This is an optimization exercise on Yosys and OpenROAD, whose aim is small area, a short achievable clock period and few clock cycles per item, not a production implementation. In this exercise RTL edits were held to simulation tests only and were not proved equivalent to the original. No activity file was given, so power comes from the tool's default toggle rates.

==> flow/design.v <==
package dis_pkg;
  localparam int MAX_VERTICES = 64;
  localparam int DEGREE_BITS  = 16;
  localparam int ADDR_W       = $clog2(MAX_VERTICES);
  localparam int CNT_W        = $clog2(MAX_VERTICES + 1);
  localparam int DEGREE_W = 16;
  localparam int INDEX_W  = 6;
  localparam int MODE_W   = 2;
  localparam logic [MODE_W-1:0] MODE_DESC = 2'd0;
  localparam logic [MODE_W-1:0] MODE_ASC  = 2'd1;
  localparam logic [MODE_W-1:0] MODE_AUTO = 2'd2;
  typedef struct packed {
    logic [DEGREE_BITS-1:0] key;
    logic [ADDR_W-1:0]      idx;
  } entry_t;
  typedef struct packed {
    logic              we;
    logic [ADDR_W-1:0] waddr;
    entry_t            wdata;
    logic              re;
    logic [ADDR_W-1:0] raddr;
  } ram_req_t;
  typedef enum logic [3:0] {
    S_IDLE,
    S_CMP,
    S_WR,
    S_P0,
    S_P1,
    S_P2,
    S_P3,
    S_P4,
    S_ESTART,
    S_EOUT
  } state_t;
endpackage
module dis_ram (
  input  logic              clk,
  input  dis_pkg::ram_req_t req,
  output dis_pkg::entry_t   rdata
);
  logic [dis_pkg::DEGREE_BITS+dis_pkg::ADDR_W-1:0] mem [0:dis_pkg::MAX_VERTICES-1];
  always_ff @(posedge clk) begin
    if (req.we) begin
      mem[req.waddr] <= req.wdata;
    end
  end
  always_ff @(posedge clk) begin
    if (req.re) begin
      rdata <= mem[req.raddr];
    end
  end
endmodule
module dis_seq (
  input  logic                          clk,
  input  logic                          rst,
  input  logic [dis_pkg::MODE_W-1:0]    order_mode,
  input  logic                          in_valid,
  output logic                          in_ready,
  input  logic [dis_pkg::DEGREE_W-1:0]  degree,
  input  logic                          last,
  output logic                          out_valid,
  input  logic                          out_ready,
  output logic [dis_pkg::INDEX_W-1:0]   vertex_index,
  output logic [dis_pkg::DEGREE_W-1:0]  vertex_degree,
  output logic                          end_of_list,
  output logic                          overflow,
  output dis_pkg::ram_req_t             ram_req,
  input  dis_pkg::entry_t               ram_rdata
);
  dis_pkg::state_t               state, state_next;
  logic [dis_pkg::CNT_W-1:0]     count, count_next;
  logic                 ovf, ovf_next;
  logic                 out_valid_next;
  logic [dis_pkg::DEGREE_BITS-1:0] key, key_next;
  logic                   last_r, last_r_next;
  logic [dis_pkg::ADDR_W-1:0]      pos, pos_next;
  logic [dis_pkg::CNT_W-1:0]       k, k_next;
  logic                   rev, rev_next;
  logic [dis_pkg::ADDR_W-1:0]      i0, i0_next;
  logic [dis_pkg::ADDR_W-1:0]      hi, hi_next;
  logic signed [dis_pkg::ADDR_W:0] front, front_next;
  logic [dis_pkg::INDEX_W-1:0]   vertex_index_next;
  logic [dis_pkg::DEGREE_W-1:0]  vertex_degree_next;
  logic                 end_of_list_next;
  logic                 overflow_next;
  logic                 out_free;
  logic                 eol;
  logic                 load_eol;
  logic [dis_pkg::CNT_W-1:0]     n_fin;
  function automatic logic signed [dis_pkg::ADDR_W:0] idx_diff(input logic [dis_pkg::ADDR_W-1:0] a,
                                                      input logic [dis_pkg::ADDR_W-1:0] b);
    idx_diff = $signed({1'b0, a}) - $signed({1'b0, b});
  endfunction
  function automatic logic [dis_pkg::ADDR_W-1:0] src_addr(input logic [dis_pkg::CNT_W-1:0] kk,
                                                 input logic [dis_pkg::CNT_W-1:0] n,
                                                 input logic r);
    logic [dis_pkg::CNT_W-1:0] back;
    back = n - kk - dis_pkg::CNT_W'(1);
    src_addr = r ? back[dis_pkg::ADDR_W-1:0] : kk[dis_pkg::ADDR_W-1:0];
  endfunction
  function automatic dis_pkg::state_t close_state(input logic [dis_pkg::CNT_W-1:0] n,
                                         input logic [dis_pkg::MODE_W-1:0] mode);
    if (mode == dis_pkg::MODE_AUTO && n >= dis_pkg::CNT_W'(2)) begin
      close_state = dis_pkg::S_P0;
    end else begin
      close_state = dis_pkg::S_ESTART;
    end
  endfunction
  assign out_free = !out_valid || out_ready;
  assign n_fin    = count + dis_pkg::CNT_W'(1);
  assign eol      = (k == count - dis_pkg::CNT_W'(1));
  assign load_eol = (state == dis_pkg::S_EOUT) && out_free && eol;
  always_comb begin
    state_next         = state;
    count_next         = count;
    ovf_next           = ovf;
    key_next           = key;
    last_r_next        = last_r;
    pos_next           = pos;
    k_next             = k;
    rev_next           = rev;
    i0_next            = i0;
    hi_next            = hi;
    front_next         = front;
    out_valid_next     = out_valid && !out_ready;
    vertex_index_next  = vertex_index;
    vertex_degree_next = vertex_degree;
    end_of_list_next   = end_of_list;
    overflow_next      = overflow;
    in_ready           = 1'b0;
    ram_req            = '0;
    unique case (state)
      dis_pkg::S_IDLE: begin
        in_ready = 1'b1;
        if (in_valid) begin
          key_next    = degree[dis_pkg::DEGREE_BITS-1:0];
          last_r_next = last;
          if (count < dis_pkg::CNT_W'(dis_pkg::MAX_VERTICES)) begin
            pos_next = count[dis_pkg::ADDR_W-1:0];
            if (count != '0) begin
              ram_req.re    = 1'b1;
              ram_req.raddr = dis_pkg::ADDR_W'(count - dis_pkg::CNT_W'(1));
              state_next    = dis_pkg::S_CMP;
            end else begin
              state_next = dis_pkg::S_WR;
            end
          end else begin
            ovf_next = 1'b1;
            if (last) begin
              k_next     = '0;
              rev_next   = (order_mode == dis_pkg::MODE_ASC);
              state_next = close_state(count, order_mode);
            end
          end
        end
      end
      dis_pkg::S_CMP: begin
        ram_req.we = 1'b1;
        ram_req.waddr = pos;
        if (ram_rdata.key < key) begin
          ram_req.wdata = ram_rdata;
          pos_next      = pos - dis_pkg::ADDR_W'(1);
          if (pos > dis_pkg::ADDR_W'(1)) begin
            ram_req.re    = 1'b1;
            ram_req.raddr = pos - dis_pkg::ADDR_W'(2);
          end else begin
            state_next = dis_pkg::S_WR;
          end
        end else begin
          ram_req.wdata.key = key;
          ram_req.wdata.idx = count[dis_pkg::ADDR_W-1:0];
          count_next        = n_fin;
          if (last_r) begin
            k_next     = '0;
            rev_next   = (order_mode == dis_pkg::MODE_ASC);
            state_next = close_state(n_fin, order_mode);
          end else begin
            state_next = dis_pkg::S_IDLE;
          end
        end
      end
      dis_pkg::S_WR: begin
        ram_req.we        = 1'b1;
        ram_req.waddr     = pos;
        ram_req.wdata.key = key;
        ram_req.wdata.idx = count[dis_pkg::ADDR_W-1:0];
        count_next        = n_fin;
        if (last_r) begin
          k_next     = '0;
          rev_next   = (order_mode == dis_pkg::MODE_ASC);
          state_next = close_state(n_fin, order_mode);
        end else begin
          state_next = dis_pkg::S_IDLE;
        end
      end
      dis_pkg::S_P0: begin
        ram_req.re    = 1'b1;
        ram_req.raddr = '0;
        state_next    = dis_pkg::S_P1;
      end
      dis_pkg::S_P1: begin
        i0_next       = ram_rdata.idx;
        ram_req.re    = 1'b1;
        ram_req.raddr = dis_pkg::ADDR_W'(1);
        state_next    = dis_pkg::S_P2;
      end
      dis_pkg::S_P2: begin
        front_next    = idx_diff(i0, ram_rdata.idx);
        ram_req.re    = 1'b1;
        ram_req.raddr = dis_pkg::ADDR_W'(count - dis_pkg::CNT_W'(2));
        state_next    = dis_pkg::S_P3;
      end
      dis_pkg::S_P3: begin
        hi_next       = ram_rdata.idx;
        ram_req.re    = 1'b1;
        ram_req.raddr = dis_pkg::ADDR_W'(count - dis_pkg::CNT_W'(1));
        state_next    = dis_pkg::S_P4;
      end
      dis_pkg::S_P4: begin
        rev_next   = (front < idx_diff(hi, ram_rdata.idx));
        state_next = dis_pkg::S_ESTART;
      end
      dis_pkg::S_ESTART: begin
        ram_req.re    = 1'b1;
        ram_req.raddr = src_addr(k, count, rev);
        state_next    = dis_pkg::S_EOUT;
      end
      dis_pkg::S_EOUT: begin
        if (out_free) begin
          out_valid_next     = 1'b1;
          vertex_index_next  = dis_pkg::INDEX_W'(ram_rdata.idx);
          vertex_degree_next = dis_pkg::DEGREE_W'(ram_rdata.key);
          end_of_list_next   = eol;
          overflow_next      = ovf;
          if (eol) begin
            count_next = '0;
            ovf_next   = 1'b0;
            state_next = dis_pkg::S_IDLE;
          end else begin
            k_next        = k + dis_pkg::CNT_W'(1);
            ram_req.re    = 1'b1;
            ram_req.raddr = src_addr(k + dis_pkg::CNT_W'(1), count, rev);
          end
        end
      end
      default: begin
        state_next = dis_pkg::S_IDLE;
      end
    endcase
  end
  always_ff @(posedge clk) begin
    if (rst) begin
      state     <= dis_pkg::S_IDLE;
      count     <= '0;
      ovf       <= 1'b0;
      out_valid <= 1'b0;
    end else begin
      state     <= state_next;
      count     <= count_next;
      ovf       <= ovf_next;
      out_valid <= out_valid_next;
    end
  end
  always_ff @(posedge clk) begin
    key           <= key_next;
    last_r        <= last_r_next;
    pos           <= pos_next;
    k             <= k_next;
    rev           <= rev_next;
    i0            <= i0_next;
    hi            <= hi_next;
    front         <= front_next;
    vertex_index  <= vertex_index_next;
    vertex_degree <= vertex_degree_next;
    end_of_list   <= end_of_list_next;
    overflow      <= overflow_next;
  end
endmodule
module degree_index_sorter (
  input  logic                          clk,
  input  logic                          rst,
  input  logic                          cfg_valid,
  output logic                          cfg_ready,
  input  logic [dis_pkg::MODE_W-1:0]    cfg_data,
  input  logic                          in_valid,
  output logic                          in_ready,
  input  logic [dis_pkg::DEGREE_W-1:0]  degree,
  input  logic                          last,
  output logic                          out_valid,
  input  logic                          out_ready,
  output logic [dis_pkg::INDEX_W-1:0]   vertex_index,
  output logic [dis_pkg::DEGREE_W-1:0]  vertex_degree,
  output logic                          end_of_list,
  output logic                          overflow
);
  logic [dis_pkg::MODE_W-1:0] order_mode;
  dis_pkg::ram_req_t          ram_req;
  dis_pkg::entry_t            ram_rdata;
  assign cfg_ready = 1'b1;
  always_ff @(posedge clk) begin
    if (rst) begin
      order_mode <= dis_pkg::MODE_DESC;
    end else if (cfg_valid && cfg_ready) begin
      order_mode <= cfg_data;
    end
  end
  dis_seq u_seq (
    .clk           (clk),
    .rst           (rst),
    .order_mode    (order_mode),
    .in_valid      (in_valid),
    .in_ready      (in_ready),
    .degree        (degree),
    .last          (last),
    .out_valid     (out_valid),
    .out_ready     (out_ready),
    .vertex_index  (vertex_index),
    .vertex_degree (vertex_degree),
    .end_of_list   (end_of_list),
    .overflow      (overflow),
    .ram_req       (ram_req),
    .ram_rdata     (ram_rdata)
  );
  dis_ram u_ram (
    .clk   (clk),
    .req   (ram_req),
    .rdata (ram_rdata)
  );
endmodule
==> flow/run.sh <==
#!/bin/bash
# synth_recipe.tcl (not shown) runs the flow's synth.tcl, then flattens the netlist and writes it again
# the make line also repeats each setting of config.mk as NAME=value (left out here)
make -C /OpenROAD-flow-scripts/flow DESIGN_CONFIG=/design/flow/config.mk WORK_HOME=/design/flow/orfs CLKGATE_MAP_FILE= SYNTH_SCRIPT=/design/flow/synth_recipe.tcl finish
==> flow/config.mk <==
export PLATFORM = sky130hd
export DESIGN_NAME = degree_index_sorter
export DESIGN_NICKNAME = degree_index_sorter
export VERILOG_FILES = /design/flow/design.v
export SDC_FILE = /design/flow/constraint.sdc
export NUM_CORES = 4
export LEC_CHECK = 0
export CAP_MARGIN = 20
export CORE_MARGIN = 2
export CORE_UTILIZATION = 40
export SLEW_MARGIN = 20
==> flow/constraint.sdc <==
create_clock -name core_clock -period 7.5 [get_ports {clk}]
set_input_delay 1.5000 -clock core_clock [delete_from_list [all_inputs] [get_ports {clk}]]
set_output_delay 1.5000 -clock core_clock [all_outputs]
set_load 0.01 [all_outputs]
==> results.cfg <==
[outcome]
status = no timing/DRC/antenna violations

[clock_network]
htree_num_levels = 4
cts_max_path_buffers = 3
clkSinkCount = 1519
cts_setup_buffers = 0
cts.reportedPaths.clkPinSlew_ps = 60
numCtsBuffers = 156
clock-root-buffer = sky130_fd_sc_hd__clkbuf_16
cts_repair_resize_count = 0
tritoncts_clock_tree = done
clock_latency_ps = 800
cts-hold-fix-buffers = 0

[critical_path]
crit_required_ps = 8000
critical_path_cell_sequence = inv_1 -> ha_1 -> or3b_1 -> or3_1 -> a21o_1 -> a31o_4 -> inv_2 -> o221a_4 -> buf_12 -> buf_12 -> mux4_2 -> a221oi_1 -> and3_1 -> nor3b_1
worstPathMaxFanout = 55
critical_path.endpoint_type = flip-flop
critical_path_class = flip-flop to flip-flop
largest_stage_delay_on_the_critical_path_ps = 860
timing.critical_path.mode_cell = sky130_fd_sc_hd__buf_12
critical_path.slowest_cell = sky130_fd_sc_hd__o221a_4
cp-start-kind = flip-flop
worstPathArrival_ps = 6690

[die]
start_util_pct = 40.3
floorplan.io_pins = 51
die_width_um = 399
fp.dieArea_mm2 = 0.159
core-area_mm2 = 0.154
rows = 144
die_height_um = 399

[pwr]
vdd.ir_drop.worst_mv = 0.270
power_leakage_nw = 23.6
power_density_mw_per_mm2 = 401

[grt]
grt_antenna_before_repair = 6
first_global_vias = 36561
largest_net_degree_at_the_start_of_global_routing = 103
grt_first_pass_wirelength_um = 268000
global_route.usage.total_pct = 23.5
grt_remaining_overflow = 0

[yosys]
flip_flop_and_latch_count_after_synthesis = 1519
synth-edff-count = 1504
synthDominantCellAreaShare_pct = 72.5
synthTopCellsByArea = sky130_fd_sc_hd__edfxtp_1 (73%), sky130_fd_sc_hd__nand2_1 (4.4%), sky130_fd_sc_hd__mux2i_1 (3.7%)
synth_nets = 4263
netlist_area_mm2 = 0.0623
synth_top_flop_cell = sky130_fd_sc_hd__edfxtp_1
ys_types = 88
post-synth-top-area-cell = sky130_fd_sc_hd__edfxtp_1
ys_warn_count = 3
syn_inst = 4180
seq_area_frac_synth_pct = 73.0
async_set_reset_flop_share_out_of_synthesis_pct = 0
syn-mean-instance-area_um2 = 14.9

[place]
place_hpwl_um = 116000
port_buffers = 49
gp_congestion = 0.911

[cells_and_area]
drive_above_1_share_pct = 12.8
area_used_by_multi_input_combinational_logic_mm2 = 0.0157
fin_util_pct = 46.0
layout.filler_cells = 13333
syn_to_final_growth_pct = 14.0
layout.area.seq_mm2 = 0.0455
layout_common_cells = sky130_fd_sc_hd__edfxtp_1 (1504), sky130_fd_sc_hd__nand2_1 (727), sky130_fd_sc_hd__mux2i_1 (228), sky130_fd_sc_hd__a21oi_1 (180), sky130_fd_sc_hd__buf_4 (176)
fin_nets = 4405
layout_commonest_cell = sky130_fd_sc_hd__edfxtp_1

[timing]
tightest_slew_ps = 1200
timing.slew.headroom_pct = 19.9
fin_crit_sh_pct = 82.5
rsz0062_at_grt = no
timing_hold_violations_final = 0
skew_ps = 35.9
setup_viol = 0
setup_tns_ps = 0
layout_min_cycle_time_ps = 6180
final_max_slew_viol_count = 0
worst_hold_slack_ps = 433
achievable-frequency_mhz = 162

[drt]
first_iter_violations = 5188
drtPass1Iterations = 7
route.vias.total = 38480
avg_wl_per_cell_um = 29.0
drt-vias-per-instance = 5.93
totalWireLength_um = 188000
antenna_left = 0
post-route-drc-count = 0

[hold_path]
hold_path.class = flip-flop to flip-flop

[job]
maxCapViolations = 0
[metal layers]
metal / share of wire, % / vias up / track usage, %
met1: 40 / 19602 / 31.7
met2: 47 / 2010 / 37.2
li1: - / 16505 / -
met4: 3.8 / 8 / 8.52
met5: 0.026 / - / 0
met3: 9.4 / 355 / 5.26
[sequential cells by signal (all words and copies together), names as in the netlist, 2 cells and up]
register / flops
order_mode: 2
u_seq.state: 4
u_ram.mem: 1408
u_seq.count: 7
u_seq.pos: 6
u_seq.front: 7
u_seq.hi: 6
u_seq.key: 16
u_seq.vertex_index: 6
u_seq.i0: 6
u_seq.vertex_degree: 16
u_seq.k: 7
u_ram.rdata: 22
[worst max-delay path, delay by kind of cell (launching register included)]
family,cells,cell delay (ps)
compound gates,4,1850
fa+ha+maj,1,330
buf+inv,4,1330
flops,1,410
mux,1,530
simple gates,4,1390
[kinds of logic after synthesis]
kind of cell    Yosys count  share of synthesized area (%)
other cells               1                        0.00602
buf+inv                 349                           2.61
fa+ha+maj                59                           1.23
simple gates           1187                           8.34
xor+xnor                 35                          0.492
compound gates          741                           8.65
mux                     289                           5.65
flops                  1519                           73.0
[cells in the mapped netlist (35+ instances only)]
cell / count
sky130_fd_sc_hd__o211ai_1: 44
sky130_fd_sc_hd__o22ai_1: 41
sky130_fd_sc_hd__mux2i_1: 228
sky130_fd_sc_hd__inv_1: 92
sky130_fd_sc_hd__a32oi_1: 92
sky130_fd_sc_hd__buf_2: 113
sky130_fd_sc_hd__clkbuf_1: 78
sky130_fd_sc_hd__nand3_1: 138
sky130_fd_sc_hd__edfxtp_1: 1504
sky130_fd_sc_hd__and3_1: 35
sky130_fd_sc_hd__o21ai_0: 56
sky130_fd_sc_hd__o2111ai_1: 45
sky130_fd_sc_hd__a21oi_1: 180
sky130_fd_sc_hd__ha_1: 55
sky130_fd_sc_hd__nand2_1: 728
sky130_fd_sc_hd__mux4_2: 49
sky130_fd_sc_hd__buf_4: 37
sky130_fd_sc_hd__nor2_1: 129
sky130_fd_sc_hd__a211oi_1: 42
[through the flow]
stage	instances	power (mW)	setup WS (ps)	instance area [um2]
3_3_place_gp	6206	21.0	785	66100
5_1_grt	6488	29.4	1020	71000
3_5_place_dp	6207	21.0	927	66200
2_1_floorplan	4180	16.8	2080	62300
6_report	6490	28.5	1320	71000
4_1_cts	6487	28.4	1230	71000
[final timing paths]
| path | end | cells past startpoint | start | slack, ps |
|---|---|---|---|---|
| min reg2reg | u_seq.overflow | 0 | u_seq.ovf | 430 |
| min | u_seq.overflow | 0 | u_seq.ovf | 430 |
| max reg2reg | u_ram.rdata[21] | 14 | u_seq.count[1] | 1320 |
| max | u_ram.rdata[21] | 14 | u_seq.count[1] | 1320 |
[where the power goes]
part / switching (mW) / total, mW / internal [mW]
clock: 3.27 / 7.47 / 4.21
combinational: 7.01 / 10.0 / 3.00
sequential: 0.405 / 11.0 / 10.6
total: 10.7 / 28.5 / 17.8
[layout make-up]
cell class	instances	area share, %
Tap cell	2044	3.60
Multi-Input combinational cell	2312	22.1
Clock inverter	79	0.978
Clock buffer	201	5.85
Timing Repair Buffer	239	2.92
Sequential cell	1519	64.0
Inverter	94	0.497
Antenna cell	2	0.00705
Testbench counts, summed over its fixed seeds: cycles 50,298, items 3,773.

## static timing again, ports no longer ideal
Ports are ideal in the flow. The routed layout listed here was re-timed in OpenROAD. Step 1 assumes that a clkbuf_16 drives the clock port and a buf_2 every other input. Step 2 adds t to the input delays and takes it off the output delays; t is the mean of the earliest and latest rising clock arrival at the registers after step 1. Input paths then give back, and output paths get back, about the clock's delay inside the block. Slacks: no drivers / after step 1 / after step 2; pairs: no drivers / after step 1.
shift t [ns]: 0.849
slack for setup (ns): 1.316 / 1.316 / 0.920
worst setup path after step 2: input to register
clock arrival spread, ns: 0.036 / 0.036
After both steps setup and hold are still met in this run. The setup slack of this run moves by 0.000 ns with the drivers and by -0.396 ns with both steps.
